Context: an optimization exercise on an open-source flow, tuned for small area and a short achievable clock period. The choices shown serve that exercise and are no tape-out recipe. No functional check of the RTL was part of any run shown here. Power figures rest on the tool's default switching activity, not on a simulated workload.

==> flow/design.v (outline; a module is shown in full before it is edited, if it fits) <==
// module execute_stage: 114 lines
// module ks_add16_co: 210 lines
// module ks_add16: 206 lines
// module ks_sub16_co: 210 lines
// module ks_sub16: 206 lines
// module ex_mem_register: 37 lines
// module memory_stage: 86 lines
// module gate_aoi222: 6 lines
// module gate_o31ai: 6 lines
// module gate_nand4: 6 lines
// module gate_nand3: 6 lines
// module gate_nor2: 6 lines
// module gate_nor3: 6 lines
// module gate_aoi221: 6 lines
// module gate_inv: 6 lines
// module gate_nand2: 6 lines
// module gate_xor2: 6 lines
// module gate_xnor2: 6 lines
// module gate_a21oi: 6 lines
// module gate_o21ai: 6 lines
// module gate_gn_sub: 6 lines
// module gate_g0n_cin_sub: 6 lines
// module exec_mem_top: 85 lines
module exec_mem_top (
    input  logic                i_clock,
    input  logic                i_reset,
    input  cpu_pkg::inst_addr_t i_pc,
    input  logic [3:0]          i_alu_op,
    input  cpu_pkg::data_t      i_operand_a,
    input  cpu_pkg::data_t      i_operand_b,
    input  cpu_pkg::data_t      i_store_data,
    input  logic                i_mem_wr_enable,
    input  cpu_pkg::reg_addr_t  i_reg_wr_addr,
    input  logic                i_reg_wr_enable,
    input  logic [1:0]          i_wb_sel,
    input  logic                i_flush,
    output cpu_pkg::data_t      o_wb_data,
    output cpu_pkg::reg_addr_t  o_wb_reg_addr,
    output logic                o_wb_reg_wr_enable
);
  // ...
==> flow/flow/run.sh <==
#!/bin/bash
set -euo pipefail
export BUFFER_PORTS_ARGS="-buffer_cell sky130_fd_sc_hd__buf_2"
bash standard.sh > standard.log 2>&1
==> flow/standard.sh <==
#!/bin/bash
# synth_recipe.tcl (not shown) runs the flow's synth.tcl, then flattens the netlist and writes it again
# the make line also repeats each setting of config.mk as NAME=value (left out here)
make -C /OpenROAD-flow-scripts/flow DESIGN_CONFIG=/design/flow/config.mk WORK_HOME=/design/flow/orfs CLKGATE_MAP_FILE= SYNTH_SCRIPT=/design/flow/synth_recipe.tcl "${@:-finish}"
==> flow/config.mk <==
export PLATFORM = sky130hd
export DESIGN_NAME = exec_mem_top
export DESIGN_NICKNAME = exec_mem_top
export VERILOG_FILES = /design/flow/design.v
export SDC_FILE = /design/flow/constraint.sdc
export NUM_CORES = 4
export LEC_CHECK = 0
export CAP_MARGIN = 20
export CORE_MARGIN = 2
export CORE_UTILIZATION = 40
export CTS_CLUSTER_DIAMETER = 80
export CTS_CLUSTER_SIZE = 26
export HOLD_SLACK_MARGIN = 0
export SETUP_SLACK_MARGIN = 2.0
export SLEW_MARGIN = 20
export SYNTH_HIERARCHICAL = 1
export TNS_END_PERCENT = 10
==> flow/constraint.sdc <==
create_clock -name core_clock -period 4.5 [get_ports {i_clock}]
set_input_delay 0.9000 -clock core_clock [delete_from_list [all_inputs] [get_ports {i_clock}]]
set_output_delay 0.9000 -clock core_clock [all_outputs]
set_load 0.01 [all_outputs]
==> results.yml, run 1 <==
worst_setup_path:
  rr_endpoint: "u_memory_stage.wb_load_a[29]$_DFF_P_"
  critPathCapture: "u_ex_mem_register.o_result[0]$_DFF_P_"
  cp_top_family: "compound AO/OA/AOI/OAI gates"
  crit_start: "i_operand_a[31]"
  cp.depth: 9
  worstPathMaxFanout: 17
  endpoint_kind: "register"
run_status:
  outcome: "no timing/DRC/antenna violations"
route:
  wl_per_cell_um: 32.90
  via_per_inst: 6.361
clock_network:
  cts_made_buffers: 113
  clock_latency_ps: 810
  path_clk_slew_ps: 90
  cts_root_buffer: "clkbuf_16"
logic_synthesis:
  synth.mux.area_fraction_pct: 2.206
  synth-simple-area-share_pct: 5.072
  synthAdderAreaFrac_pct: 1.021
grt:
  grt.total_usage_pct: 23.86
  grt_pass1_vias: 48355
  antenna_found_initial: 13
final_layout:
  stdcell_count: 8194
  final_cell_mix: "edfxtp_1 (2048), a222oi_1 (678), nand2_1 (226)"
  finish.utilization_pct: 45.40
  clkbuf_count: 171
  antenna_cells: 15
  design_area_sq_um: 97150
  largest_reg_flops: 2048
  final-nonclk-buf-share_pct: 3.447
timing:
  setup_slack_ps: 1786
floorplan:
  start_util_pct: 40.10
power_and_ir_drop:
  finalPower_uw: 39560
  power_leader: "sequential cells"
  powerComb_uw: 3830
place:
  dpl.cell_count: 7903
==> module execute_stage, before the edit <==
module execute_stage #(
    parameter int unsigned SPLIT = 16        
) (
    input  logic [3:0]          i_alu_op,       
    input  cpu_pkg::data_t      i_operand_a,    
    input  cpu_pkg::data_t      i_operand_b,    
    input  cpu_pkg::inst_addr_t i_pc,
    input  logic [1:0]          i_wb_sel,
    output cpu_pkg::data_t      o_result,       
    output logic                o_carry,        
    output logic                o_lt_from_sum,  
    output logic [cpu_pkg::DMEM_DEPTH-1:0] o_word_select    
);
    logic [2:0]     op;                      
    logic           is_add;
    logic           is_sub;
    logic           is_slt;
    logic           link;
    logic [15:0]    add_lo;
    logic [15:0]    sub_lo;
    logic           add_carry;
    logic           sub_carry;
    logic [15:0]    add_hi;
    logic [15:0]    sub_hi;
    logic [SPLIT:0] pc_lo;
    logic           signs_differ;
    logic           pick_add;                
    logic           pick_sub;                
    cpu_pkg::data_t shift_left;
    cpu_pkg::data_t shift_right;
    cpu_pkg::data_t other;                   
    cpu_pkg::data_t alu;                     
    logic [5:0]     index;                   
    logic [5:0]     index_n;
    logic [7:0]     low_n;                   
    logic [7:0]     high_n;                  
    assign op       = i_alu_op[3] ? 3'd0 : i_alu_op[2:0];
    assign is_add   = (op == 3'd0);
    assign is_sub   = (op == 3'd1);
    assign is_slt   = (op == 3'd7);
    assign link     = (i_wb_sel == cpu_pkg::WB_PC_PLUS4);
    ks_add16_co u_add_lo (.i_a (i_operand_a[15:0]),  .i_b (i_operand_b[15:0]),  .o_sum (add_lo), .o_cout (add_carry));
    ks_add16    u_add_hi (.i_a (i_operand_a[31:16]), .i_b (i_operand_b[31:16]), .o_sum (add_hi));
    ks_sub16_co u_sub_lo (.i_a (i_operand_a[15:0]),  .i_b (i_operand_b[15:0]),  .o_sum (sub_lo), .o_cout (sub_carry));
    ks_sub16    u_sub_hi (.i_a (i_operand_a[31:16]), .i_b (i_operand_b[31:16]), .o_sum (sub_hi));
    assign pc_lo = {1'b0, i_pc[SPLIT-1:0]} + cpu_pkg::PC_STEP;
    assign signs_differ = i_operand_a[31] ^ i_operand_b[31];
    assign shift_left  = i_operand_a << i_operand_b[4:0];
    assign shift_right = i_operand_a >> i_operand_b[4:0];
    assign pick_add = is_add;
    assign pick_sub = is_sub | (is_slt & ~signs_differ);
    always_comb begin
        case (op)
            3'd2:    other = i_operand_a & i_operand_b;
            3'd3:    other = i_operand_a | i_operand_b;
            3'd4:    other = i_operand_a ^ i_operand_b;
            3'd5:    other = shift_left;
            3'd6:    other = shift_right;
            3'd7:    other = {31'd0, signs_differ & i_operand_a[31]};
            default: other = '0;
        endcase
    end
    assign alu = ({32{pick_add}} & {add_hi, add_lo})
               | ({32{pick_sub}} & {sub_hi, sub_lo})
               | other;
    for (genvar j = 0; j < 6; j++) begin : g_index
        logic bit_and;
        logic bit_or;
        logic bit_xor;
        logic logic_n;                       
        logic left_n;                        
        logic right_n;                       
        logic other_bit;
        assign bit_and = i_operand_a[j+2] & i_operand_b[j+2];
        assign bit_or  = i_operand_a[j+2] | i_operand_b[j+2];
        assign bit_xor = i_operand_a[j+2] ^ i_operand_b[j+2];
        gate_aoi222 u_logic (
            .a1 (op == 3'd2), .a2 (bit_and),
            .b1 (op == 3'd3), .b2 (bit_or),
            .c1 (op == 3'd4), .c2 (bit_xor),
            .y  (logic_n)
        );
        gate_nand2 u_left (.a (op == 3'd5), .b (shift_left[j+2]), .y (left_n));
        gate_nand2 u_right (.a (op == 3'd6), .b (shift_right[j+2]), .y (right_n));
        gate_nand3 u_other (.a (logic_n), .b (left_n), .c (right_n), .y (other_bit));
        gate_aoi221 u_index (
            .a1 (is_add), .a2 (add_lo[j+2]),
            .b1 (is_sub), .b2 (sub_lo[j+2]),
            .c1 (other_bit),
            .y  (index_n[j])
        );
        gate_inv u_index_p (.a (index_n[j]), .y (index[j]));
    end
    for (genvar k = 0; k < 8; k++) begin : g_decode
        gate_nand3 u_low (
            .a (k[0] ? index[0] : index_n[0]),
            .b (k[1] ? index[1] : index_n[1]),
            .c (k[2] ? index[2] : index_n[2]),
            .y (low_n[k])
        );
        gate_nand3 u_high (
            .a (k[0] ? index[3] : index_n[3]),
            .b (k[1] ? index[4] : index_n[4]),
            .c (k[2] ? index[5] : index_n[5]),
            .y (high_n[k])
        );
    end
    for (genvar i = 0; i < cpu_pkg::DMEM_DEPTH; i++) begin : g_select
        gate_nor2 u_word (.a (low_n[i % 8]), .b (high_n[i / 8]), .y (o_word_select[i]));
    end
    assign o_result      = link ? {i_pc[31:SPLIT], pc_lo[SPLIT-1:0]} : alu;
    assign o_carry       = link ? pc_lo[SPLIT] : ((pick_add & add_carry) | (pick_sub & sub_carry));
    assign o_lt_from_sum = !link && is_slt && !signs_differ;
endmodule
==> run 2, diff against run 1 <==
--- a/flow/design.v
+++ b/flow/design.v
@@ -94,33 +94,120 @@
     assign alu = ({32{pick_add}} & {add_hi, add_lo})
                | ({32{pick_sub}} & {sub_hi, sub_lo})
                | other;
-    for (genvar j = 0; j < 6; j++) begin : g_index
-        logic bit_and;
-        logic bit_or;
-        logic bit_xor;
-        logic logic_n;                       
-        logic left_n;                        
-        logic right_n;                       
-        logic other_bit;
-        assign bit_and = i_operand_a[j+2] & i_operand_b[j+2];
-        assign bit_or  = i_operand_a[j+2] | i_operand_b[j+2];
-        assign bit_xor = i_operand_a[j+2] ^ i_operand_b[j+2];
+    logic [7:0]  shift_hot_low;              
+    logic [3:0]  shift_hot_high;             
+    logic [7:0]  pick_srl;                   
+    logic [7:0]  pick_sll;                   
+    logic [14:2] a_by_eight;                 
+    always_comb begin
+        for (int k = 0; k < 8; k++) begin
+            shift_hot_low[k] = (i_operand_b[2:0] == k);
+            pick_srl[k]      = (op == 3'd6) && (i_operand_b[2:0] == k);
+            pick_sll[k]      = (op == 3'd5) && (i_operand_b[4:0] == k);
+        end
+        for (int m = 0; m < 4; m++) begin
+            shift_hot_high[m] = (i_operand_b[4:3] == m);
+        end
+    end
+    for (genvar m = 2; m <= 14; m++) begin : g_by_eight
+        logic low_n;
+        logic high_n;
+        gate_aoi22 u_low (
+            .a1 (shift_hot_high[0]), .a2 (i_operand_a[m]),
+            .b1 (shift_hot_high[1]), .b2 (i_operand_a[m+8]),
+            .y  (low_n)
+        );
+        if (m + 24 <= 31) begin : g_four
+            gate_aoi22 u_high (
+                .a1 (shift_hot_high[2]), .a2 (i_operand_a[m+16]),
+                .b1 (shift_hot_high[3]), .b2 (i_operand_a[m+24]),
+                .y  (high_n)
+            );
+        end else begin : g_three
+            gate_nand2 u_high (.a (shift_hot_high[2]), .b (i_operand_a[m+16]), .y (high_n));
+        end
+        gate_nand2 u_pick (.a (low_n), .b (high_n), .y (a_by_eight[m]));
+    end
+    for (genvar j = 2; j <= 7; j++) begin : g_index
+        logic       bit_and;
+        logic       bit_or;
+        logic       bit_xor;
+        logic       arith_n;                 
+        logic       logic_n;                 
+        logic [2:0] right_n;                 
+        logic [2:0] left_n;                  
+        logic       one_a;                   
+        logic       one_b;
+        assign bit_and = i_operand_a[j] & i_operand_b[j];
+        assign bit_or  = i_operand_a[j] | i_operand_b[j];
+        assign bit_xor = i_operand_a[j] ^ i_operand_b[j];
+        gate_aoi22 u_arith (
+            .a1 (is_add), .a2 (add_lo[j]),
+            .b1 (is_sub), .b2 (sub_lo[j]),
+            .y  (arith_n)
+        );
         gate_aoi222 u_logic (
             .a1 (op == 3'd2), .a2 (bit_and),
             .b1 (op == 3'd3), .b2 (bit_or),
             .c1 (op == 3'd4), .c2 (bit_xor),
             .y  (logic_n)
         );
-        gate_nand2 u_left (.a (op == 3'd5), .b (shift_left[j+2]), .y (left_n));
-        gate_nand2 u_right (.a (op == 3'd6), .b (shift_right[j+2]), .y (right_n));
-        gate_nand3 u_other (.a (logic_n), .b (left_n), .c (right_n), .y (other_bit));
-        gate_aoi221 u_index (
-            .a1 (is_add), .a2 (add_lo[j+2]),
-            .b1 (is_sub), .b2 (sub_lo[j+2]),
-            .c1 (other_bit),
-            .y  (index_n[j])
+        gate_aoi222 u_right0 (
+            .a1 (pick_srl[0]), .a2 (a_by_eight[j]),
+            .b1 (pick_srl[1]), .b2 (a_by_eight[j+1]),
+            .c1 (pick_srl[2]), .c2 (a_by_eight[j+2]),
+            .y  (right_n[0])
+        );
+        gate_aoi222 u_right1 (
+            .a1 (pick_srl[3]), .a2 (a_by_eight[j+3]),
+            .b1 (pick_srl[4]), .b2 (a_by_eight[j+4]),
+            .c1 (pick_srl[5]), .c2 (a_by_eight[j+5]),
+            .y  (right_n[1])
+        );
+        gate_aoi22 u_right2 (
+            .a1 (pick_srl[6]), .a2 (a_by_eight[j+6]),
+            .b1 (pick_srl[7]), .b2 (a_by_eight[j+7]),
+            .y  (right_n[2])
+        );
+        gate_aoi222 u_left0 (
+            .a1 (pick_sll[0]), .a2 (i_operand_a[j]),
+            .b1 (pick_sll[1]), .b2 (i_operand_a[j-1]),
+            .c1 (pick_sll[2]), .c2 (i_operand_a[j-2]),
+            .y  (left_n[0])
         );
-        gate_inv u_index_p (.a (index_n[j]), .y (index[j]));
+        if (j >= 5) begin : g_left6
+            gate_aoi222 u_left1 (
+                .a1 (pick_sll[3]), .a2 (i_operand_a[j-3]),
+                .b1 (pick_sll[4]), .b2 (i_operand_a[j-4]),
+                .c1 (pick_sll[5]), .c2 (i_operand_a[j-5]),
+                .y  (left_n[1])
+            );
+        end else if (j == 4) begin : g_left5
+            gate_aoi22 u_left1 (
+                .a1 (pick_sll[3]), .a2 (i_operand_a[j-3]),
+                .b1 (pick_sll[4]), .b2 (i_operand_a[j-4]),
+                .y  (left_n[1])
+            );
+        end else if (j == 3) begin : g_left4
+            gate_nand2 u_left1 (.a (pick_sll[3]), .b (i_operand_a[0]), .y (left_n[1]));
+        end else begin : g_left3
+            assign left_n[1] = 1'b1;
+        end
+        if (j == 7) begin : g_left8
+            gate_aoi22 u_left2 (
+                .a1 (pick_sll[6]), .a2 (i_operand_a[1]),
+                .b1 (pick_sll[7]), .b2 (i_operand_a[0]),
+                .y  (left_n[2])
+            );
+        end else if (j == 6) begin : g_left7
+            gate_nand2 u_left2 (.a (pick_sll[6]), .b (i_operand_a[0]), .y (left_n[2]));
+        end else begin : g_left6_none
+            assign left_n[2] = 1'b1;
+        end
+        gate_nand4 u_one_a (.a (arith_n), .b (logic_n), .c (right_n[0]), .d (right_n[1]), .y (one_a));
+        gate_nand4 u_one_b (.a (right_n[2]), .b (left_n[0]), .c (left_n[1]), .d (left_n[2]), .y (one_b));
+        gate_nor2 u_index_n (.a (one_a), .b (one_b), .y (index_n[j-2]));
+        gate_or2 u_index (.a (one_a), .b (one_b), .y (index[j-2]));
     end
     for (genvar k = 0; k < 8; k++) begin : g_decode
         gate_nand3 u_low (
@@ -1117,6 +1204,18 @@
 );
     assign y = ~((a | b | c) & d);
 endmodule
+module gate_aoi22 (
+    input  logic a1, a2, b1, b2,
+    output logic y
+);
+    assign y = ~((a1 & a2) | (b1 & b2));
+endmodule
+module gate_or2 (
+    input  logic a, b,
+    output logic y
+);
+    assign y = a | b;
+endmodule
 module gate_nand4 (
     input  logic a, b, c, d,
     output logic y
--- a/flow/config.mk
+++ b/flow/config.mk
@@ -14,4 +14,3 @@
 export SETUP_SLACK_MARGIN = 2.0
 export SLEW_MARGIN = 20
 export SYNTH_HIERARCHICAL = 1
-export TNS_END_PERCENT = 10
==> results.yml, run 2 <==
grt:
  grt_pass1_wl_um: 392500
  grt.overflow.total: 0
  grt_max_degree: 65
  grt_pass1_vias: 49977
  grt.total_usage_pct: 24.85
  antenna_found_initial: 25
logic_synthesis:
  synth_area_leaders: "edfxtp_1 (71%), a222oi_1 (8.1%), dfxtp_1 (5.6%)"
  synth-simple-area-share_pct: 5.188
  synth.most_common_cell: "edfxtp_1"
  synth.largest_area_cell: "edfxtp_1"
  synth_top_family_by_area: "compound AO/OA/AOI/OAI gates"
  synth_compound_area_share_pct: 13.08
  ys_seq_area_share_pct: 76.54
  synth.mux.area_fraction_pct: 1.551
  yosysWarningCount: 9
  syn-cell-area_sq_um: 86650
  synth_area_per_cell_sq_um: 17.34
  ys_ff_latch: 2289
  yosysTopAreaCellShare_pct: 70.97
  synth-edff-count: 2048
  synthCells: 4998
  async_flop_share_pct: 0
  synthAdderAreaFrac_pct: 1.011
  synthXorXnorAreaFrac_pct: 1.486
  yosys-top-cells-count: "edfxtp_1 (2048), a222oi_1 (700), nand2_1 (262), dfxtp_1 (241), nor2_1 (210)"
  synth_top_flop_cell: "edfxtp_1"
  synth_cell_types: 86
power_and_ir_drop:
  power_density_nw_per_um2: 398.8
  power_frac_clock_pct: 31.0
  power.share.sequential_pct: 59.7
  static-leakage-power_uw: 0.03152
  peakVddDrop_uv: 364.9
  netSwitchingFraction_pct: 24.89
  p_switching_uw: 9819
  comb_power_share_pct: 9.3
  internal_power_uw: 29630
timing:
  period_needed_ps: 2623
  worst_pin_slew_ps: 1194
  setup_viol: 0
  max_freq_ghz: 0.3812
  setup_tns_ps: 0
  rsz0062_at_grt: "true"
  fin_crit_sh_pct: 58.29
  hold_viol: 0
  relSlewSlack_pct: 20.27
  finClkSkew_ps: 103.3
  slew_viol_final: 0
final_layout:
  largest_reg_flops: 2048
  seq_area_sq_um: 66470
  fillCellCount: 18366
  finish.utilization_pct: 46.00
  area_growth_pct: 14.16
  max_flop_register: "u_memory_stage.dmem"
  final_cell_mix: "edfxtp_1 (2048), a222oi_1 (700), nand2_1 (244)"
  drive_gt1_share_pct: 21.01
  final_common_cell: "edfxtp_1"
  largestRegisters: "u_memory_stage.dmem: 2048 flops, u_ex_mem_register.o_word_select: 64 flops"
  nets: 5677
  multi_input_area_sq_um: 21130
  design_area_sq_um: 98920
worst_setup_path:
  required_ps: 5240
  endpoint_kind: "register"
  path_class: "in2reg"
  crit_path_start_kind: "input pin"
  worstPathMaxFanout: 16
  arrival_ps: 3360
  reg2reg_depth: 4
route:
  via_per_inst: 6.468
  drtIter0Drc: 9520
  drc: 0
  dr.pass1.iters: 9
  wl_per_cell_um: 33.97
  vias: 54409
  drt-total-wl_um: 285700
  ant_nets: 0
clock_network:
  cts_tree: "built"
  cts_num_sinks: 2289
  cts_root_buffer: "clkbuf_16"
  path_clk_slew_ps: 100
  clk_path_buf_depth: 3
  cts_hold_buffers: 0
  cts_max_level: 3
  clock_latency_ps: 840
  cts_made_buffers: 112
place:
  post_dp_cell_area_sq_um: 92930
  gp_congestion: 0.9620
  portBuffers: 181
  dp_hpwl_um: 178300
floorplan:
  die_h_um: 469.4
  start_util_pct: 40.29
  fp.dieW_um: 469.4
  die_area_sq_um: 220400
  rows: 170
  num_io_pins: 182
  core-area_sq_um: 215000
run_status:
  outcome: "no timing/DRC/antenna violations"
min_path:
  worstHoldPathCells: 1
  hp-class: "in2reg"
job:
  drv_cap: 0
-- run 2: changes by cell type in the layout (fill, tap and decap cells not counted), sizes merged, moves of 10 or more --
cell / change
nor2: +42
a221oi: +10
o211ai: +14
o22ai: +21
a22oi: +37
nor3: -12
nand2: +30
mux2: +10
o21ai: +32
a222oi: +22
mux2i: +35
mux4: -46
nand3: -14
a21oi: +26
-- run 2: layout make-up --
cell class | count | share of cell area, %
well taps | 2838 | 3.590
repair buffers | 440 | 3.452
multi-input cells | 2486 | 21.36
clock inverters | 38 | 0.7311
diodes | 14 | 0.03542
clock buffers | 173 | 3.107
flip-flops and latches | 2289 | 67.19
inverters | 134 | 0.5338
-- run 2: per-module statistics from Yosys (local to each module, per instance), excerpt --
module / flip-flops and latches / copies in the design / area [sq um]
gate_nand4: 0 / 172 / 6.256
gate_xor2: 0 / 60 / 8.758
gate_g0n_cin_sub: 0 / 1 / 13.76
gate_xnor2: 0 / 64 / 8.758
gate_inv: 0 / 49 / 3.754
gate_nand2: 0 / 135 / 3.754
gate_nand3: 0 / 48 / 5.005
gate_a21oi: 0 / 44 / 8.758
gate_aoi22: 0 / 33 / 12.51
gate_aoi222: 0 / 699 / 10.01
ks_sub16_co: 0 / 1 / 7.507
gate_or2: 0 / 6 / 6.256
gate_nor2: 0 / 114 / 3.754
ex_mem_register: 139 / 1 / 2808
gate_o31ai: 0 / 64 / 12.51
-- run 2: worst paths after layout --
path,start,end,slack [ps]
worst max-delay path,i_operand_b[3],u_ex_mem_register.o_word_select[31]$_DFF_P_,1880
worst min-delay path,i_store_data[29],u_ex_mem_register.o_store_data[29]$_DFF_P_,150
worst max register to register,u_ex_mem_register.o_word_select[21]$_DFF_P_,u_memory_stage.wb_load_a[25]$_DFF_P_,1900
worst min register to register,u_ex_mem_register.o_result[8]$_DFF_P_,u_memory_stage.wb_result_n[8]$_DFF_P_,390
-- run 2: kinds of logic after synthesis --
logic type / count (synthesis)
xor gates and xnor gates: 147
DFF: 2289
buffers and inverters: 227
other: 1
AOI/OAI and AO/OA: 1249
muxes: 106
adders and majority gates: 70
and+or+nand+nor: 909
-- run 2: what timing repair did --
| item | 4_1_cts | 5_1_grt |
|---|---|---|
| setup endpoints to repair | 1306 | 197 |
| endpoints found under the hold margin | 0 | 0 |
| pin swaps | 32 | 63 |
| cloned | 1 | 3 |
| setup buffers | 23 | 39 |
| gates resized for setup | 214 | 167 |
-- run 2: per-stage QoR --
| step | total power [uW] | instances | hold slack [ps] | worst slack (ps) |
|---|---|---|---|---|
| final | 39440 | 8412 | 154.3 | 1877 |
| after global routing | 40430 | 8405 | 107.1 | 1877 |
| after CTS | 39360 | 8355 | 93.11 | 1832 |
| after detailed placement | 27310 | 8120 | 376.3 | 642.2 |
| after global placement | 27280 | 8120 | 357.8 | 708.1 |
| after floorplan | 25650 | 5002 | 343.4 | 1683 |
-- run 2: worst max-delay path, stage by stage --
cell and delay (ps):
buf_16 130, inv_8 70, buf_4 280, ha_1 310
a222oi_1 610, nand4_1 310, or2_4 390, nand3_4 190
buf_12 130, nor2_4 20
-- run 2: routing by layer --
layer / part of all wire [%] / global-route usage [%]
met5: 0.022 / 0
met4: 3.9 / 8.149
met2: 47 / 39.78
met1: 40 / 35.09
met3: 9.7 / 3.379
-- run 2: power groups by stage --
stage                     Clock, uW  Combinational [uW]  Sequential [uW]
final                         12200                3670            23500
after global routing          13100                3800            23500
after CTS                     12400                3450            23500
after detailed placement          0                3310            24000
after global placement            0                3270            24000
after floorplan                   0                1570            24100
==> run 3, diff against run 2 <==
--- a/flow/design.v
+++ b/flow/design.v
@@ -60,7 +60,11 @@
     cpu_pkg::data_t shift_left;
     cpu_pkg::data_t shift_right;
     cpu_pkg::data_t other;                   
-    cpu_pkg::data_t alu;                     
+    cpu_pkg::data_t add_sum;
+    cpu_pkg::data_t sub_sum;
+    logic           pick_add_r;              
+    logic           pick_sub_r;              
+    cpu_pkg::data_t other_r_n;               
     logic [5:0]     index;                   
     logic [5:0]     index_n;
     logic [7:0]     low_n;                   
@@ -78,6 +82,8 @@
     assign signs_differ = i_operand_a[31] ^ i_operand_b[31];
     assign shift_left  = i_operand_a << i_operand_b[4:0];
     assign shift_right = i_operand_a >> i_operand_b[4:0];
+    assign add_sum  = {add_hi, add_lo};
+    assign sub_sum  = {sub_hi, sub_lo};
     assign pick_add = is_add;
     assign pick_sub = is_sub | (is_slt & ~signs_differ);
     always_comb begin
@@ -91,9 +97,18 @@
             default: other = '0;
         endcase
     end
-    assign alu = ({32{pick_add}} & {add_hi, add_lo})
-               | ({32{pick_sub}} & {sub_hi, sub_lo})
-               | other;
+    assign pick_add_r  = pick_add & ~link;
+    assign pick_sub_r  = pick_sub & ~link;
+    assign other_r_n   = ~(link ? {i_pc[31:SPLIT], pc_lo[SPLIT-1:0]} : other);
+    for (genvar i = 0; i < cpu_pkg::DATA_WIDTH; i++) begin : g_result
+        logic sum_n;                         
+        gate_aoi22 u_sum (
+            .a1 (pick_add_r), .a2 (add_sum[i]),
+            .b1 (pick_sub_r), .b2 (sub_sum[i]),
+            .y  (sum_n)
+        );
+        gate_nand2 u_result (.a (sum_n), .b (other_r_n[i]), .y (o_result[i]));
+    end
     logic [7:0]  shift_hot_low;              
     logic [3:0]  shift_hot_high;             
     logic [7:0]  pick_srl;                   
@@ -226,7 +241,6 @@
     for (genvar i = 0; i < cpu_pkg::DMEM_DEPTH; i++) begin : g_select
         gate_nor2 u_word (.a (low_n[i % 8]), .b (high_n[i / 8]), .y (o_word_select[i]));
     end
-    assign o_result      = link ? {i_pc[31:SPLIT], pc_lo[SPLIT-1:0]} : alu;
     assign o_carry       = link ? pc_lo[SPLIT] : ((pick_add & add_carry) | (pick_sub & sub_carry));
     assign o_lt_from_sum = !link && is_slt && !signs_differ;
 endmodule
==> results.yml, run 3 <==
logic_synthesis:
  ys_seq_area_share_pct: 76.47
  yosys-top-cells-count: "edfxtp_1 (2048), a222oi_1 (711), nand2_1 (272), dfxtp_1 (241), nor2_1 (202)"
  synth.largest_area_cell: "edfxtp_1"
  synth_cell_types: 88
  synth_area_leaders: "edfxtp_1 (71%), a222oi_1 (8.2%), dfxtp_1 (5.6%)"
  ys_ff_latch: 2289
  synthCells: 4918
  async_flop_share_pct: 0
  syn-cell-area_sq_um: 86730
  synth.most_common_cell: "edfxtp_1"
  yosysTopAreaCellShare_pct: 70.91
  synth_top_flop_cell: "edfxtp_1"
  yosysWarningCount: 9
  synth_area_per_cell_sq_um: 17.63
  synth-edff-count: 2048
timing:
  worst_pin_slew_ps: 1170
  slew_viol_final: 0
  finClkSkew_ps: 92.73
  fin_crit_sh_pct: 56.92
  setup_tns_ps: 0
  hold_viol: 0
  setup_slack_ps: 1938
  rsz0062_at_grt: "true"
  relSlewSlack_pct: 21.99
  max_freq_ghz: 0.3904
  period_needed_ps: 2562
  setup_viol: 0
  holdWs_ps: 169.8
grt:
  grt_pass1_wl_um: 389200
  grt.overflow.total: 0
  grt.total_usage_pct: 24.62
  grt_max_degree: 65
  antenna_found_initial: 23
  grt_pass1_vias: 49741
final_layout:
  nets: 5553
  stdcell_count: 8274
  final_common_cell: "edfxtp_1"
  fillCellCount: 18305
  multi_input_area_sq_um: 20620
  finish.utilization_pct: 45.48
  drive_gt1_share_pct: 19.48
  max_flop_register: "u_memory_stage.dmem"
  largestRegisters: "u_memory_stage.dmem: 2048 flops, u_ex_mem_register.o_word_select: 64 flops"
  final_cell_mix: "edfxtp_1 (2048), a222oi_1 (711), nand2_1 (262)"
  area_growth_pct: 12.76
  largest_reg_flops: 2048
  seq_area_sq_um: 66470
place:
  pre_cts_ws_ps: 535.5
  dp_hpwl_um: 172500
  dpl.cell_count: 8037
  portBuffers: 181
  gp_congestion: 1.013
route:
  drtIter0Drc: 9874
  vias: 53393
  drc: 0
  ant_nets: 0
  wl_per_cell_um: 34.16
  via_per_inst: 6.453
  dr.pass1.iters: 10
  drt-total-wl_um: 282700
power_and_ir_drop:
  power_density_nw_per_um2: 397.9
  peakVddDrop_uv: 349.4
  static-leakage-power_uw: 0.03106
clock_network:
  clock_latency_ps: 840
  cts_num_sinks: 2289
  cts_max_level: 3
  clk_path_buf_depth: 3
  cts_root_buffer: "clkbuf_16"
  cts_made_buffers: 112
  cts_tree: "built"
  path_clk_slew_ps: 90
min_path:
  min_from: "i_store_data[11]"
  hp-class: "in2reg"
worst_setup_path:
  arrival_ps: 3250
  required_ps: 5180
  path_class: "in2reg"
  worstPathMaxFanout: 20
  timing.rr.start: "u_ex_mem_register.o_word_select[46]$_DFF_P_"
  crit_path_start_kind: "input pin"
  endpoint_kind: "register"
  crit_start: "i_alu_op[2]"
floorplan:
  die_h_um: 469.6
  die_area_sq_um: 220600
  fp.dieW_um: 469.6
  start_util_pct: 40.33
  rows: 170
  core-area_sq_um: 215000
  num_io_pins: 182
job:
  drv_cap: 0
run_status:
  outcome: "no timing/DRC/antenna violations"
==> run 3: path summary, 6_finish.rpt <==
| kind | cells after the start | end | slack (ps) |
|---|---|---|---|
| worst max-delay path | 9 | u_ex_mem_register.o_word_select[26]$_DFF_P_ | 1940 |
| worst min-delay path | 1 | u_ex_mem_register.o_store_data[11]$_DFF_P_ | 170 |
| worst max register to register | 1 | u_memory_stage.dmem[1492]$_DFFE_PP_ | 1970 |
| worst min register to register | 1 | u_memory_stage.wb_result_n[7]$_DFF_P_ | 390 |
==> run 3: repair_timing <==
action / CTS / global route
resized for setup: 182 / 76
cloned: 2 / 4
endpoints found under the setup margin: 1279 / 1198
pin swaps: 17 / 29
setup buffers: 8 / 11
hold buffers: 0 / 0
==> run 3: per-module statistics from Yosys, one instance, submodules excluded, excerpt <==
module           cells  area, sq um  copies in the design  flops+latches
gate_nand3           1        5.005                    48              0
gate_nand2           1        3.754                   167              0
ks_sub16_co          1        7.507                     1              0
ex_mem_register    142         2808                     1            139
gate_or2             1        6.256                     6              0
gate_o21ai           1        5.005                    76              0
gate_aoi222          1        10.01                   699              0
gate_a21oi           1        8.758                    44              0
gate_inv             1        3.754                    49              0
gate_xor2            1        8.758                    60              0
gate_xnor2           1        8.758                    64              0
gate_nor2            1        3.754                   114              0
gate_o31ai           1        12.51                    64              0
==> run 3: layer usage <==
metal,routed length (um),up-vias,track usage (%)
met4,11300,18,8.414
met3,28890,474,3.695
met2,130700,3281,38.98
met5,124,-,0
met1,111700,27571,34.78
li1,-,22049,-
==> run 3: kinds of logic (layout without fill, tap and decap cells) <==
logic type      count (synthesis)  in the layout  synth area share (%)
xor+xnor                      148            148                 1.495
fa+ha+maj                      70             70                 1.010
compound gates               1144           1144                 12.51
other cells                     1             15              0.004324
flops                        2289           2289                 76.47
buf+inv                       213            717                 1.016
simple gates                  944            944                 5.407
mux                           109            109                 2.088
==> run 3: final cells by class <==
| class | instances | share of cell area [%] |
|---|---|---|
| diodes | 10 | 0.02559 |
| clock buffers | 169 | 3.137 |
| clock inverters | 32 | 0.6384 |
| inverters | 136 | 0.5476 |
| multi-input cells | 2420 | 21.08 |
| flip-flops and latches | 2289 | 67.97 |
| well taps | 2838 | 3.631 |
| repair buffers | 379 | 2.961 |
| repair inverters | 1 | 0.008956 |
==> run 3: metrics by stage <==
step                cell area, sq um  total power, uW
floorplan                      87090            25540
global placement               92650            27100
detailed placement             92650            27130
CTS                            97230            38920
global route                   97770            39940
finish                         97790            38910
==> run 3: power breakdown <==
| part | total, uW | internal, uW | switching [uW] |
|---|---|---|---|
| Combinational | 3350 | 1000 | 2350 |
| Sequential | 23600 | 23300 | 244 |
| Clock | 12000 | 5040 | 6970 |
| Total | 38900 | 29300 | 9570 |
==> run 3: worst max-delay path, cell delays in order <==
cell and delay [ps]:
clkbuf_4 260, nand4bb_2 290, inv_1 210, a222oi_1 650
nand4_1 200, buf_4 210, or2_4 300, nand3_4 140
nor2_1 80
==> run 4, diff against run 3 <==
--- a/flow/config.mk
+++ b/flow/config.mk
@@ -14,3 +14,4 @@
 export SETUP_SLACK_MARGIN = 2.0
 export SLEW_MARGIN = 20
 export SYNTH_HIERARCHICAL = 1
+export TNS_END_PERCENT = 10
==> results.yml, run 4 <==
clock_network:
  cts_max_level: 3
  clock_latency_ps: 830
  path_clk_slew_ps: 100
  clk_path_buf_depth: 3
  cts_made_buffers: 112
  cts_hold_buffers: 0
  cts_tree: "built"
  cts_root_buffer: "clkbuf_16"
  cts_num_sinks: 2289
timing:
  rsz0062_at_grt: "true"
  slew_viol_final: 0
  setup_tns_ps: 0
  max_freq_ghz: 0.3575
  setup_viol: 0
  hold_viol: 0
  finClkSkew_ps: 91.57
  period_needed_ps: 2797
  relSlewSlack_pct: 23.38
  worst_pin_slew_ps: 1149
  fin_crit_sh_pct: 62.15
power_and_ir_drop:
  power_density_nw_per_um2: 399.3
  finalPower_uw: 38870
  peakVddDrop_uv: 359.3
  static-leakage-power_uw: 0.03091
route:
  ant_nets: 0
  drt-total-wl_um: 283600
  drc: 0
  dr.pass1.iters: 11
  vias: 53669
  via_per_inst: 6.475
  drtIter0Drc: 10607
  wl_per_cell_um: 34.21
floorplan:
  core-area_sq_um: 215000
  die_area_sq_um: 220600
  die_h_um: 469.6
  num_io_pins: 182
  start_util_pct: 40.33
  fp.dieW_um: 469.6
  rows: 170
logic_synthesis:
  synthCells: 4918
  synth-edff-count: 2048
  synth_top_flop_cell: "edfxtp_1"
  ys_ff_latch: 2289
  async_flop_share_pct: 0
  yosys-top-cells-count: "edfxtp_1 (2048), a222oi_1 (711), nand2_1 (272), dfxtp_1 (241), nor2_1 (202)"
  synth.largest_area_cell: "edfxtp_1"
  synth_area_leaders: "edfxtp_1 (71%), a222oi_1 (8.2%), dfxtp_1 (5.6%)"
  syn-cell-area_sq_um: 86730
  synth.most_common_cell: "edfxtp_1"
  synth_area_per_cell_sq_um: 17.63
  ys_seq_area_share_pct: 76.47
  yosysWarningCount: 9
  yosysTopAreaCellShare_pct: 70.91
  synth_cell_types: 88
final_layout:
  max_flop_register: "u_memory_stage.dmem"
  final_common_cell: "edfxtp_1"
  drive_gt1_share_pct: 18.88
  area_growth_pct: 12.25
  largest_reg_flops: 2048
  fillCellCount: 18477
  nets: 5572
  final_cell_mix: "edfxtp_1 (2048), a222oi_1 (711), nand2_1 (267)"
  design_area_sq_um: 97350
  largestRegisters: "u_memory_stage.dmem: 2048 flops, u_ex_mem_register.o_word_select: 64 flops"
run_status:
  outcome: "no timing/DRC/antenna violations"
grt:
  grt_pass1_wl_um: 391700
  grt_max_degree: 65
  antenna_found_initial: 26
  grt.overflow.total: 0
  grt.total_usage_pct: 24.71
  grt_pass1_vias: 50527
place:
  post_dp_cell_area_sq_um: 92470
  dp_hpwl_um: 173400
  portBuffers: 181
  gp_congestion: 0.9807
worst_setup_path:
  required_ps: 5140
  path_class: "in2reg"
  crit_path_start_kind: "input pin"
  arrival_ps: 3440
  endpoint_kind: "register"
  worstPathMaxFanout: 8
min_path:
  hp-class: "in2reg"
job:
  drv_cap: 0
[run 4: report_power, final]
part | total, uW | switching [uW] | internal (uW) | leakage (uW)
Sequential | 23500 | 220 | 23300 | 0.0204
Combinational | 3310 | 2330 | 981 | 0.00877
Clock | 12000 | 7000 | 5030 | 0.00174
[run 4: cell type report]
type                    count  area, sq um  area share (%)
flip-flops and latches   2289        66430           68.24
clock inverters            34        685.7          0.7043
clock buffers             166         3005           3.087
repair buffers            399         2821           2.898
multi-input cells        2420        20310           20.87
inverters                 136        520.5          0.5347
well taps                2838         3551           3.648
diodes                      7        17.52         0.01799
[run 4: Yosys stat by module (local to each module, per instance), excerpt]
module            area [sq um]  cells  flip-flops and latches  times used
gate_nand4               6.256      1                       0         172
gate_xnor2               8.758      1                       0          64
gate_nand2               3.754      1                       0         167
gate_aoi222              10.01      1                       0         699
gate_o21ai               5.005      1                       0          76
gate_o31ai               12.51      1                       0          64
gate_gn_sub              6.256      1                       0          30
gate_xor2                8.758      1                       0          60
ex_mem_register           2808    142                     139           1
ks_sub16_co              7.507      1                       0           1
gate_g0n_cin_sub         13.76      1                       0           1
gate_inv                 3.754      1                       0          49
gate_a21oi               8.758      1                       0          44
gate_or2                 6.256      1                       0           6
gate_nand3               5.005      1                       0          48
[run 4: repair_timing]
action                      CTS  global route
setup endpoints to repair  1358          1909
setup buffers                 9            30
pin swaps                    13            15
gates resized for setup     130            69
gates cloned                  0             1
[run 4: cells by family (layout without fill, tap and decap cells)]
logic type               after synthesis  in the layout  synth area share (%)
flip-flops                          2289           2289                 76.47
AO/OA/AOI/OAI                       1144           1144                 12.51
AND/OR/NAND/NOR                      944            944                 5.407
buffers and inverters                213            735                 1.016
XOR/XNOR                             148            148                 1.495
multiplexers                         109            109                 2.088
adder cells (fa/ha/maj)               70             70                 1.010
other                                  1             12              0.004324
[run 4: worst paths after layout]
kind	startpoint	end	slack, ps	cells after the start
worst max-delay path	i_operand_b[0]	u_ex_mem_register.o_result[11]$_DFF_P_	1700	9
worst min-delay path	i_store_data[19]	u_ex_mem_register.o_store_data[19]$_DFF_P_	190	1
worst min register to register	u_ex_mem_register.o_result[4]$_DFF_P_	u_memory_stage.wb_result_n[4]$_DFF_P_	350	1
worst max register to register	u_ex_mem_register.o_word_select[18]$_DFF_P_	u_memory_stage.wb_load_a[12]$_DFF_P_	1760	4
[run 4: stage by stage]
stage | util, % | setup slack, ps | std cells | hold slack, ps
after floorplan | - | 1216 | 4922 | 343.4
after global placement | 43.00 | 482.4 | 8041 | 354.5
after detailed placement | 43.00 | 522.2 | 8041 | 356.3
after CTS | 45.00 | 1731 | 8250 | 121.0
after global routing | 45.27 | 1749 | 8288 | 144.2
final | 45.27 | 1703 | 8289 | 187.0
[run 4: routing by layer]
layer,part of all wire [%],wire length (um),track usage (%),vias up
li1,-,-,-,22078
met1,40,113800,34.93,27944
met2,46,130400,38.68,3185
met3,9.5,26830,3.466,452
met4,4.4,12490,9.718,10
met5,0.023,65,0,-
[run 4: critical path, cell delays in order]
cell and delay (ps):
buf_16 120, buf_16 140, clkbuf_4 210, mux4_2 600, mux2i_2 400, o22ai_1 280
o31a_1 340, a21oi_1 320, nand2_1 120
==> run 5, diff against run 4 <==
--- a/flow/config.mk
+++ b/flow/config.mk
@@ -11,7 +11,7 @@
 export CTS_CLUSTER_DIAMETER = 80
 export CTS_CLUSTER_SIZE = 26
 export HOLD_SLACK_MARGIN = 0
+export PLACE_DENSITY = 0.75
 export SETUP_SLACK_MARGIN = 2.0
 export SLEW_MARGIN = 20
 export SYNTH_HIERARCHICAL = 1
-export TNS_END_PERCENT = 10
==> results.yml, run 5 <==
clock_network:
  cts_hold_buffers: 0
  clock_latency_ps: 810
  cts_tree: "built"
  cts_max_level: 3
  cts_root_buffer: "clkbuf_16"
  path_clk_slew_ps: 100
  clk_path_buf_depth: 3
  cts_num_sinks: 2289
  cts_made_buffers: 112
power_and_ir_drop:
  netSwitchingFraction_pct: 24.25
  internal_power_uw: 29400
  p_switching_uw: 9413
  peakVddDrop_uv: 369.8
  static-leakage-power_uw: 0.03109
  power_frac_clock_pct: 30.9
  comb_power_share_pct: 8.5
  power_density_nw_per_um2: 397.6
  power.share.sequential_pct: 60.6
grt:
  grt.overflow.total: 0
  grt.total_usage_pct: 23.73
  grt_pass1_vias: 51078
  grt_max_degree: 65
  grt_pass1_wl_um: 381200
  antenna_found_initial: 23
logic_synthesis:
  synth.largest_area_cell: "edfxtp_1"
  yosysTopAreaCellShare_pct: 70.91
  yosys-top-cells-count: "edfxtp_1 (2048), a222oi_1 (711), nand2_1 (272), dfxtp_1 (241), nor2_1 (202)"
  synth-edff-count: 2048
  synth_top_flop_cell: "edfxtp_1"
  synthCells: 4918
  synth_area_leaders: "edfxtp_1 (71%), a222oi_1 (8.2%), dfxtp_1 (5.6%)"
  synth.most_common_cell: "edfxtp_1"
  async_flop_share_pct: 0
  synth_cell_types: 88
  ys_seq_area_share_pct: 76.47
  synth_area_per_cell_sq_um: 17.63
  yosysWarningCount: 9
  ys_ff_latch: 2289
  syn-cell-area_sq_um: 86730
worst_setup_path:
  path_class: "in2reg"
  cp_top_family: "simple AND/OR/NAND/NOR gates"
  cpPeakStageDelay_ps: 770
  crit_start: "i_alu_op[0]"
  path_cells: "clkbuf_4, buf_6, nor4b_2, buf_4, a221oi_1, a31oi_1, a2111oi_4, nand2_1"
  path_buf_inv: 3
  timing.rr.start: "u_ex_mem_register.o_word_select[3]$_DFF_P_"
  cp_slowest_cell: "nor4b_2"
  worstPathMaxFanout: 27
  endpoint_kind: "register"
  arrival_ps: 3280
  crit_path_start_kind: "input pin"
  required_ps: 5190
timing:
  finClkSkew_ps: 90.70
  setup_viol: 0
  period_needed_ps: 2591
  max_freq_ghz: 0.3859
  worst_pin_slew_ps: 1164
  rsz0062_at_grt: "true"
  hold_viol: 0
  setup_tns_ps: 0
  holdWs_ps: 181.4
  slew_viol_final: 0
  relSlewSlack_pct: 22.22
  fin_crit_sh_pct: 57.59
final_layout:
  area_growth_pct: 12.55
  drive_gt1_share_pct: 19.31
  largest_reg_flops: 2048
  max_flop_register: "u_memory_stage.dmem"
  fillCellCount: 17826
  final_cell_mix: "edfxtp_1 (2048), a222oi_1 (711), nand2_1 (264)"
  nets: 5581
  final_common_cell: "edfxtp_1"
  largestRegisters: "u_memory_stage.dmem: 2048 flops, u_ex_mem_register.o_word_select: 64 flops"
place:
  dp_hpwl_um: 170300
  portBuffers: 181
  gp_congestion: 0.9937
job:
  drv_cap: 0
route:
  ant_nets: 0
  dr.pass1.iters: 15
  vias: 54650
  drc: 0
  drtIter0Drc: 11847
  via_per_inst: 6.576
  wl_per_cell_um: 33.00
  drt-total-wl_um: 274300
floorplan:
  die_area_sq_um: 220600
  core-area_sq_um: 215000
  start_util_pct: 40.33
  num_io_pins: 182
  fp.dieW_um: 469.6
  rows: 170
  die_h_um: 469.6
min_path:
  min_from: "i_store_data[21]"
  hp-class: "in2reg"
run_status:
  outcome: "no timing/DRC/antenna violations"
run 5: what timing repair did:
action | in CTS | in global routing
pin swaps | 13 | 26
cloned | 2 | 2
setup endpoints to repair | 1063 | 850
endpoints found under the hold margin | 0 | 0
buffers inserted | 5 | 11
resized for setup | 146 | 84
run 5: per-layer routing:
metal	vias up	track usage (%)	routed length, um
met3	605	4.413	34560
met4	10	11.25	14210
li1	22104	-	-
met5	-	0	61
met1	27596	32.02	99370
met2	4335	37.21	126100
run 5: Yosys stat by module (local to each module, per instance), a selection:
| module | cells | flip-flops and latches | times used | cell area (sq um) |
|---|---|---|---|---|
| gate_inv | 1 | 0 | 49 | 3.754 |
| gate_nand3 | 1 | 0 | 48 | 5.005 |
| gate_xor2 | 1 | 0 | 60 | 8.758 |
| gate_g0n_cin_sub | 1 | 0 | 1 | 13.76 |
| gate_o31ai | 1 | 0 | 64 | 12.51 |
| gate_nor2 | 1 | 0 | 114 | 3.754 |
| ex_mem_register | 142 | 139 | 1 | 2808 |
| gate_aoi222 | 1 | 0 | 699 | 10.01 |
| gate_nand2 | 1 | 0 | 167 | 3.754 |
| gate_a21oi | 1 | 0 | 44 | 8.758 |
run 5: cells by family (layout without fill, tap and decap cells):
group | count (synthesis) | after routing | share of synthesized area (%)
other | 1 | 14 | 0.004324
and+or+nand+nor | 944 | 945 | 5.407
adders and majority gates | 70 | 70 | 1.010
AOI/OAI and AO/OA | 1144 | 1144 | 12.51
muxes | 109 | 109 | 2.088
DFF | 2289 | 2289 | 76.47
buffers and inverters | 213 | 753 | 1.016
xor gates and xnor gates | 148 | 148 | 1.495
run 5: cell type report:
type,instances,area [sq um],share of cell area [%]
clock inverters,33,654.4,0.6704
diodes,9,22.52,0.02307
repair buffers,406,2860,2.930
clock buffers,177,3072,3.147
inverters,136,531.8,0.5448
multi-input cells,2421,20460,20.97
repair inverters,1,8.758,0.008973
well taps,2838,3551,3.638
flip-flops and latches,2289,66440,68.07
run 5: power groups by stage:
stage,Clock [uW],Sequential (uW),Combinational [uW]
after floorplan,0,24100,1460
after global placement,0,24000,3000
after detailed placement,0,24000,3040
after CTS,12000,23500,3130
after global routing,12700,23500,3390
final,12000,23500,3280
run 5: final timing paths:
check,end,slack [ps],cells past startpoint
setup / recovery,u_ex_mem_register.o_result[1]$_DFF_P_,1910,8
hold / removal,u_ex_mem_register.o_store_data[21]$_DFF_P_,180,1
setup reg to reg,u_memory_stage.wb_load_a[3]$_DFF_P_,1990,4
hold reg to reg,u_memory_stage.wb_result_n[12]$_DFF_P_,370,1
run 5: stage by stage:
step | cell area, sq um | power [uW] | utilization, % | setup slack (ps) | cells
5_1_grt | 97600 | 39660 | 45.39 | 1952 | 8306
3_3_place_gp | 92820 | 27000 | 43.16 | 60.11 | 8071
4_1_cts | 97200 | 38680 | 45.20 | 1775 | 8288
6_report | 97610 | 38810 | 45.39 | 1909 | 8310
3_5_place_dp | 92820 | 27050 | 43.16 | 239.6 | 8071
2_1_floorplan | 87090 | 25540 | - | 1235 | 4922
run 5: worst reg2reg max path, stage by stage, from the launching register on:
cell      delay [ps]
dfxtp_1          630
buf_4            370
a222oi_1         440
nand4_1          240
o31ai_2          650
==> run 6, diff against run 5 <==
--- a/flow/config.mk
+++ b/flow/config.mk
@@ -10,8 +10,8 @@
 export CORE_UTILIZATION = 40
 export CTS_CLUSTER_DIAMETER = 80
 export CTS_CLUSTER_SIZE = 26
+export GPL_ROUTABILITY_DRIVEN = 0
 export HOLD_SLACK_MARGIN = 0
-export PLACE_DENSITY = 0.75
 export SETUP_SLACK_MARGIN = 2.0
 export SLEW_MARGIN = 20
 export SYNTH_HIERARCHICAL = 1
==> results.yml, run 6 <==
run_status:
  outcome: "no timing/DRC/antenna violations"
power_and_ir_drop:
  netSwitchingFraction_pct: 24.65
  power.share.sequential_pct: 59.8
  static-leakage-power_uw: 0.03112
  peakVddDrop_uv: 363.2
  power_density_nw_per_um2: 402.2
  power_frac_clock_pct: 31.8
  internal_power_uw: 29680
  comb_power_share_pct: 8.4
  p_switching_uw: 9711
grt:
  grt_max_degree: 65
  grt_pass1_vias: 50410
  antenna_found_initial: 24
  grt_pass1_wl_um: 387500
  grt.total_usage_pct: 24.33
  grt.overflow.total: 0
route:
  drc: 0
  via_per_inst: 6.549
  drtIter0Drc: 10621
  vias: 54175
  wl_per_cell_um: 33.73
  drt-total-wl_um: 279100
  ant_nets: 0
  dr.pass1.iters: 13
logic_synthesis:
  synthCells: 4918
  synth.largest_area_cell: "edfxtp_1"
  synth_area_per_cell_sq_um: 17.63
  synth_top_flop_cell: "edfxtp_1"
  synth_cell_types: 88
  ys_ff_latch: 2289
  yosysWarningCount: 9
  yosys-top-cells-count: "edfxtp_1 (2048), a222oi_1 (711), nand2_1 (272), dfxtp_1 (241), nor2_1 (202)"
  synth_area_leaders: "edfxtp_1 (71%), a222oi_1 (8.2%), dfxtp_1 (5.6%)"
  synth-edff-count: 2048
  syn-cell-area_sq_um: 86730
  yosysTopAreaCellShare_pct: 70.91
  async_flop_share_pct: 0
  synth.most_common_cell: "edfxtp_1"
  ys_seq_area_share_pct: 76.47
final_layout:
  stdcell_count: 8272
  max_flop_register: "u_memory_stage.dmem"
  largestRegisters: "u_memory_stage.dmem: 2048 flops, u_ex_mem_register.o_word_select: 64 flops"
  drive_gt1_share_pct: 19.47
  finish.utilization_pct: 45.54
  design_area_sq_um: 97940
  final_cell_mix: "edfxtp_1 (2048), a222oi_1 (711), nand2_1 (264)"
  area_growth_pct: 12.93
  largest_reg_flops: 2048
  nets: 5542
  final_common_cell: "edfxtp_1"
timing:
  slew_viol_final: 0
  finClkSkew_ps: 62.57
  hold_viol: 0
  max_freq_ghz: 0.3719
  fin_crit_sh_pct: 59.76
  period_needed_ps: 2689
  setup_slack_ps: 1811
  setup_viol: 0
  relSlewSlack_pct: 19.46
  worst_pin_slew_ps: 1208
  rsz0062_at_grt: "true"
  setup_tns_ps: 0
floorplan:
  num_io_pins: 182
  start_util_pct: 40.33
  core-area_sq_um: 215000
  fp.dieW_um: 469.6
  die_h_um: 469.6
  rows: 170
  die_area_sq_um: 220600
place:
  portBuffers: 181
  pre_cts_ws_ps: 751.2
  dpl.cell_count: 8018
  post_dp_cell_area_sq_um: 92510
  dp_hpwl_um: 167400
worst_setup_path:
  required_ps: 5140
  worstPathMaxFanout: 13
  timing.rr.start: "u_ex_mem_register.o_word_select[29]$_DFF_P_"
  arrival_ps: 3330
  crit_path_start_kind: "input pin"
  rr_endpoint: "u_memory_stage.wb_load_a[8]$_DFF_P_"
  path_class: "in2reg"
  reg2reg_depth: 4
  rrSetupSlack_ps: 1930
  endpoint_kind: "register"
clock_network:
  clock_latency_ps: 810
  cts_max_level: 3
  cts_made_buffers: 116
  cts_root_buffer: "clkbuf_16"
  cts_num_sinks: 2289
  clk_path_buf_depth: 3
  path_clk_slew_ps: 100
  cts_tree: "built"
job:
  drv_cap: 0
min_path:
  hp-class: "in2reg"
  hold_path_end: "u_ex_mem_register.o_store_data[0]$_DFF_P_"
  min_from: "i_store_data[0]"
  worstHoldPathCells: 1
## run 6: cell counts after synthesis
No cell type changed its count.
## run 6: cells by family after synthesis
logic type | Yosys count | synth area share [%]
flops | 2289 | 76.47
fa+ha+maj | 70 | 1.010
buf+inv | 213 | 1.016
mux | 109 | 2.088
simple gates | 944 | 5.407
other cells | 1 | 0.004324
xor+xnor | 148 | 1.495
compound gates | 1144 | 12.51
## run 6: final cells by class
type | count | area [sq um]
fill | 18270 | 117100
sequential | 2289 | 66470
multi-input combinational | 2420 | 20640
tap | 2838 | 3551
clock buffer | 177 | 3236
timing repair buffer | 364 | 2764
clock inverter | 37 | 709.4
inverter | 136 | 539.3
antenna | 10 | 25.02
timing repair inverter | 1 | 8.758
## run 6: through the flow
step | hold slack (ps) | total power [uW]
after floorplan | 343.4 | 25540
after global placement | 372.0 | 27010
after detailed placement | 377.6 | 27060
after CTS | 124.3 | 39380
after global routing | 134.9 | 40390
final | 184.5 | 39390
## run 6: how the worst max path moves through the flow
stage                                               from                                    endpoint  slack (ps)  cells past startpoint
6_report                                 i_operand_a[16]       u_ex_mem_register.o_result[8]$_DFF_P_        1810                      8
5_1_grt                                      i_alu_op[0]       u_ex_mem_register.o_result[8]$_DFF_P_        1940                      9
4_1_cts        u_ex_mem_register.o_mem_wr_enable$_DFF_P_         u_memory_stage.dmem[1664]$_DFFE_PP_        2000                      2
3_5_place_dp                              i_operand_b[2]  u_ex_mem_register.o_word_select[9]$_DFF_P_         750                      8
3_3_place_gp                              i_operand_b[0]      u_ex_mem_register.o_result[23]$_DFF_P_         780                      8
2_1_floorplan                                i_alu_op[1]           u_ex_mem_register.o_carry$_DFF_P_        1230                      7
## run 6: routing by layer
layer / track usage, % / wire length, um / up-vias
met2: 37.18 / 125200 / 3709
li1: - / - / 22042
met4: 9.660 / 12880 / 10
met1: 34.31 / 109600 / 27811
met3: 4.691 / 31280 / 603
met5: 0 / 68 / -
## run 6: critical path, cell delays in order
cell	delay, ps
buf_2	160
buf_4	240
mux2_2	300
mux2_2	340
a222oi_1	910
nand4b_1	180
a21oi_1	210
nand2_1	90
## run 6: power by group through the flow
| stage | combinational [uW] | clock, uW | sequential [uW] |
|---|---|---|---|
| detailed placement | 3050 | 0 | 24000 |
| finish | 3320 | 12500 | 23500 |
| floorplan | 1460 | 0 | 24100 |
| global placement | 3000 | 0 | 24000 |
| global route | 3440 | 13400 | 23600 |
| CTS | 3160 | 12700 | 23500 |
## run 6: repair_timing
action,in CTS,in global routing
gates resized for setup,176,73
cloned,4,2
setup endpoints to repair,496,126
hold buffers,0,0
pin swaps,15,22
setup buffers,8,14
## run 6: modules after synthesis (local to each module, per instance), a selection
| module | cells inside | flip-flops and latches |
|---|---|---|
| gate_g0n_cin_sub | 1 | 0 |
| gate_o31ai | 1 | 0 |
| gate_nand3 | 1 | 0 |
| ks_sub16_co | 1 | 0 |
| gate_or2 | 1 | 0 |
| gate_gn_sub | 1 | 0 |
| gate_inv | 1 | 0 |
| gate_o21ai | 1 | 0 |
| gate_aoi222 | 1 | 0 |
| gate_aoi22 | 1 | 0 |
==> run 7, diff against run 6 <==
--- a/flow/config.mk
+++ b/flow/config.mk
@@ -12,6 +12,7 @@
 export CTS_CLUSTER_SIZE = 26
 export GPL_ROUTABILITY_DRIVEN = 0
 export HOLD_SLACK_MARGIN = 0
+export PLACE_DENSITY = 0.75
 export SETUP_SLACK_MARGIN = 2.0
 export SLEW_MARGIN = 20
 export SYNTH_HIERARCHICAL = 1
==> results.yml, run 7 <==
floorplan:
  start_util_pct: 40.33
  num_io_pins: 182
  die_area_sq_um: 220600
  rows: 170
  die_h_um: 469.6
  fp.dieW_um: 469.6
  core-area_sq_um: 215000
clock_network:
  cts_tree: "built"
  cts_max_level: 3
  cts_num_sinks: 2289
  cts_hold_buffers: 0
  path_clk_slew_ps: 90
  cts_root_buffer: "clkbuf_16"
  cts_made_buffers: 107
  clock_latency_ps: 840
  clk_path_buf_depth: 3
route:
  dr.pass1.iters: 21
  drc: 0
  ant_nets: 0
  drtIter0Drc: 13069
  drt-total-wl_um: 261300
  vias: 54858
  via_per_inst: 6.627
  wl_per_cell_um: 31.56
logic_synthesis:
  synth-edff-count: 2048
  synth_top_flop_cell: "edfxtp_1"
  async_flop_share_pct: 0
  ys_seq_area_share_pct: 76.47
  syn-cell-area_sq_um: 86730
  yosysWarningCount: 9
  yosysTopAreaCellShare_pct: 70.91
  synth_area_leaders: "edfxtp_1 (71%), a222oi_1 (8.2%), dfxtp_1 (5.6%)"
  synth.largest_area_cell: "edfxtp_1"
  synthCells: 4918
  yosys-top-cells-count: "edfxtp_1 (2048), a222oi_1 (711), nand2_1 (272), dfxtp_1 (241), nor2_1 (202)"
  ys_ff_latch: 2289
  synth_cell_types: 88
  synth_area_per_cell_sq_um: 17.63
  synth.most_common_cell: "edfxtp_1"
final_layout:
  nets: 5547
  area_growth_pct: 12.29
  final_common_cell: "edfxtp_1"
  design_area_sq_um: 97390
  max_flop_register: "u_memory_stage.dmem"
  largest_reg_flops: 2048
  drive_gt1_share_pct: 18.96
  final_cell_mix: "edfxtp_1 (2048), a222oi_1 (711), nand2_1 (264)"
  largestRegisters: "u_memory_stage.dmem: 2048 flops, u_ex_mem_register.o_word_select: 64 flops"
run_status:
  outcome: "no timing/DRC/antenna violations"
power_and_ir_drop:
  power_density_nw_per_um2: 393.7
  static-leakage-power_uw: 0.03091
  peakVddDrop_uv: 359.0
grt:
  gr-usage-met3_pct: 4.917
  grt_pass1_wl_um: 364900
  grt.total_usage_pct: 22.50
  grtUsageMet1_pct: 30.14
  grt_busiest_layer: "met2"
  grt.overflow.total: 0
  antenna_found_initial: 24
  grt_max_degree: 65
  gr-usage-met2_pct: 35.23
  grt_pass1_vias: 51100
worst_setup_path:
  reg2reg_depth: 4
  crit_path_start_kind: "input pin"
  rrSetupSlack_ps: 1910
  critPathCapture: "u_ex_mem_register.o_result[25]$_DFF_P_"
  path_class: "in2reg"
  required_ps: 5150
  endpoint_kind: "register"
  crit_start: "i_operand_b[1]"
  worstPathMaxFanout: 16
  timing.rr.start: "u_ex_mem_register.o_word_select[12]$_DFF_P_"
  rr_endpoint: "u_memory_stage.wb_load_a[17]$_DFF_P_"
  arrival_ps: 3420
timing:
  relSlewSlack_pct: 13.13
  rsz0062_at_grt: "true"
  hold_viol: 0
  setup_tns_ps: 0
  max_freq_ghz: 0.3614
  fin_crit_sh_pct: 61.50
  setup_viol: 0
  period_needed_ps: 2767
  finClkSkew_ps: 104.6
  worst_pin_slew_ps: 1301
  slew_viol_final: 0
job:
  drv_cap: 0
place:
  post_dp_cell_area_sq_um: 92510
  dp_hpwl_um: 156600
  portBuffers: 181
min_path:
  worstHoldPathCells: 1
  hp-class: "in2reg"
  min_from: "i_store_data[21]"
## run 7: changes by cell type in the layout (fill, tap and decap cells not counted), moves of 8 or more
cell	delta
dfxtp_2	-17
nand3_2	+8
dfxtp_1	+19
clkbuf_1	+16
clkbuf_16	-10
nand3_4	-9
buf_4	+25
## run 7: worst min path at each step
stage | slack [ps] | end
final | 160 | u_ex_mem_register.o_store_data[21]$_DFF_P_
after global routing | 140 | u_ex_mem_register.o_store_data[0]$_DFF_P_
after CTS | 130 | u_ex_mem_register.o_store_data[7]$_DFF_P_
after detailed placement | 360 | u_memory_stage.wb_result_n[3]$_DFF_P_
after global placement | 360 | u_memory_stage.wb_result_n[3]$_DFF_P_
after floorplan | 340 | u_memory_stage.wb_result_n[10]$_DFF_P_
## run 7: per-stage QoR
| step | std cells | utilization (%) | setup WS (ps) | hold slack, ps | total power, uW |
|---|---|---|---|---|---|
| 2_1_floorplan | 4922 | - | 1235 | 343.4 | 25540 |
| 3_3_place_gp | 8034 | 43.02 | 731.6 | 356.5 | 26850 |
| 3_5_place_dp | 8034 | 43.02 | 638.0 | 358.0 | 26920 |
| 4_1_cts | 8244 | 44.92 | 2002 | 131.8 | 38120 |
| 5_1_grt | 8270 | 45.28 | 1834 | 137.0 | 39170 |
| 6_report | 8278 | 45.29 | 1733 | 162.9 | 38340 |
## run 7: area by class of cell
cell class | count | area (sq um)
clock inverters | 26 | 528.0
inverters | 136 | 544.3
well taps | 2838 | 3551
repair buffers | 379 | 2776
flip-flops and latches | 2289 | 66440
fillers | 17807 | 117700
clock buffers | 178 | 2965
multi-input cells | 2420 | 20550
diodes | 12 | 30.03
## run 7: cells by family (layout without fill, tap and decap cells)
| logic type | after synthesis | count (layout) | share of synthesized area, % |
|---|---|---|---|
| multiplexers | 109 | 109 | 2.088 |
| buffers and inverters | 213 | 719 | 1.016 |
| adder cells (fa/ha/maj) | 70 | 70 | 1.010 |
| AO/OA/AOI/OAI | 1144 | 1144 | 12.51 |
| flip-flops | 2289 | 2289 | 76.47 |
| other | 1 | 17 | 0.004324 |
| AND/OR/NAND/NOR | 944 | 944 | 5.407 |
| XOR/XNOR | 148 | 148 | 1.495 |
## run 7: power breakdown
part	leakage, uW	switching [uW]	internal, uW
combinational	0.00889	2240	975
sequential	0.0204	228	23300
clock	0.00165	6730	4860
## run 7: critical path: stages
cell and delay, ps:
buf_16 160, mux2_2 360, mux2i_1 620, o22ai_1 500, a222oi_1 700, nand2_1 150
## run 7: modules after synthesis (local to each module, per instance), excerpt
module	cells	times used	flip-flops and latches	area, sq um
ex_mem_register	142	1	139	2808
gate_g0n_cin_sub	1	1	0	13.76
gate_aoi22	1	65	0	12.51
gate_o31ai	1	64	0	12.51
gate_aoi222	1	699	0	10.01
gate_xnor2	1	64	0	8.758
gate_xor2	1	60	0	8.758
ks_sub16_co	1	1	0	7.507
gate_or2	1	6	0	6.256
gate_gn_sub	1	30	0	6.256
gate_nand4	1	172	0	6.256
gate_nand3	1	48	0	5.005
gate_nor2	1	114	0	3.754
gate_nand2	1	167	0	3.754
gate_inv	1	49	0	3.754
## run 7: per-layer routing
metal	vias up	part of all wire (%)
li1	22045	-
met1	27425	35
met5	-	0.082
met4	18	5.2
met3	812	14
met2	4558	46
## run 7: what timing repair did
item,CTS,global route
setup endpoints to repair,429,185
resized for setup,151,117
buffers inserted,6,19
gates cloned,0,2
endpoints found under the hold margin,0,0
pin swaps,11,41

## afterwards: timing with drivers on the ports
No port has a modelled driver above. Below, the same layouts with a new extraction and two added sets of constraints.
Step 1, drivers: a clkbuf_16 drives i_clock and a buf_2 each remaining input, both assumed.
Step 2 also shifts input and output timing later by t, the mid clock arrival at the registers, as if the neighbouring blocks saw the same clock.
a / b / c = ideal / step 1 / step 2; a / b = the first two.
run | t, ns | slack for setup (ns) | hold slack, ns | clock arrival spread, ns | worst register clock-pin slew, ns
run 1 | 0.847 | 1.786 / 1.611 / 0.764 | 0.181 / 0.140 / 0.377 | 0.071 / 0.070 | 0.11 / 0.11
run 2 | 0.865 | 1.877 / 1.881 / 1.016 | 0.154 / 0.103 / 0.394 | 0.108 / 0.108 | 0.11 / 0.11
run 3 | 0.858 | 1.938 / 1.844 / 0.986 | 0.170 / 0.123 / 0.390 | 0.093 / 0.093 | 0.11 / 0.11
run 4 | 0.854 | 1.703 / 1.681 / 0.827 | 0.187 / 0.145 / 0.354 | 0.096 / 0.096 | 0.10 / 0.10
run 5 | 0.833 | 1.909 / 1.888 / 1.056 | 0.181 / 0.137 / 0.373 | 0.093 / 0.093 | 0.11 / 0.11
run 6 | 0.849 | 1.811 / 1.826 / 0.977 | 0.185 / 0.136 / 0.393 | 0.063 / 0.064 | 0.11 / 0.11
run 7 | 0.858 | 1.733 / 1.583 / 0.725 | 0.163 / 0.115 / 0.379 | 0.106 / 0.105 | 0.10 / 0.10
After both steps setup and hold are still met in every run listed. The setup slack of run 1, which loses most, moves by -0.175 ns with the drivers and by -1.022 ns with both steps.
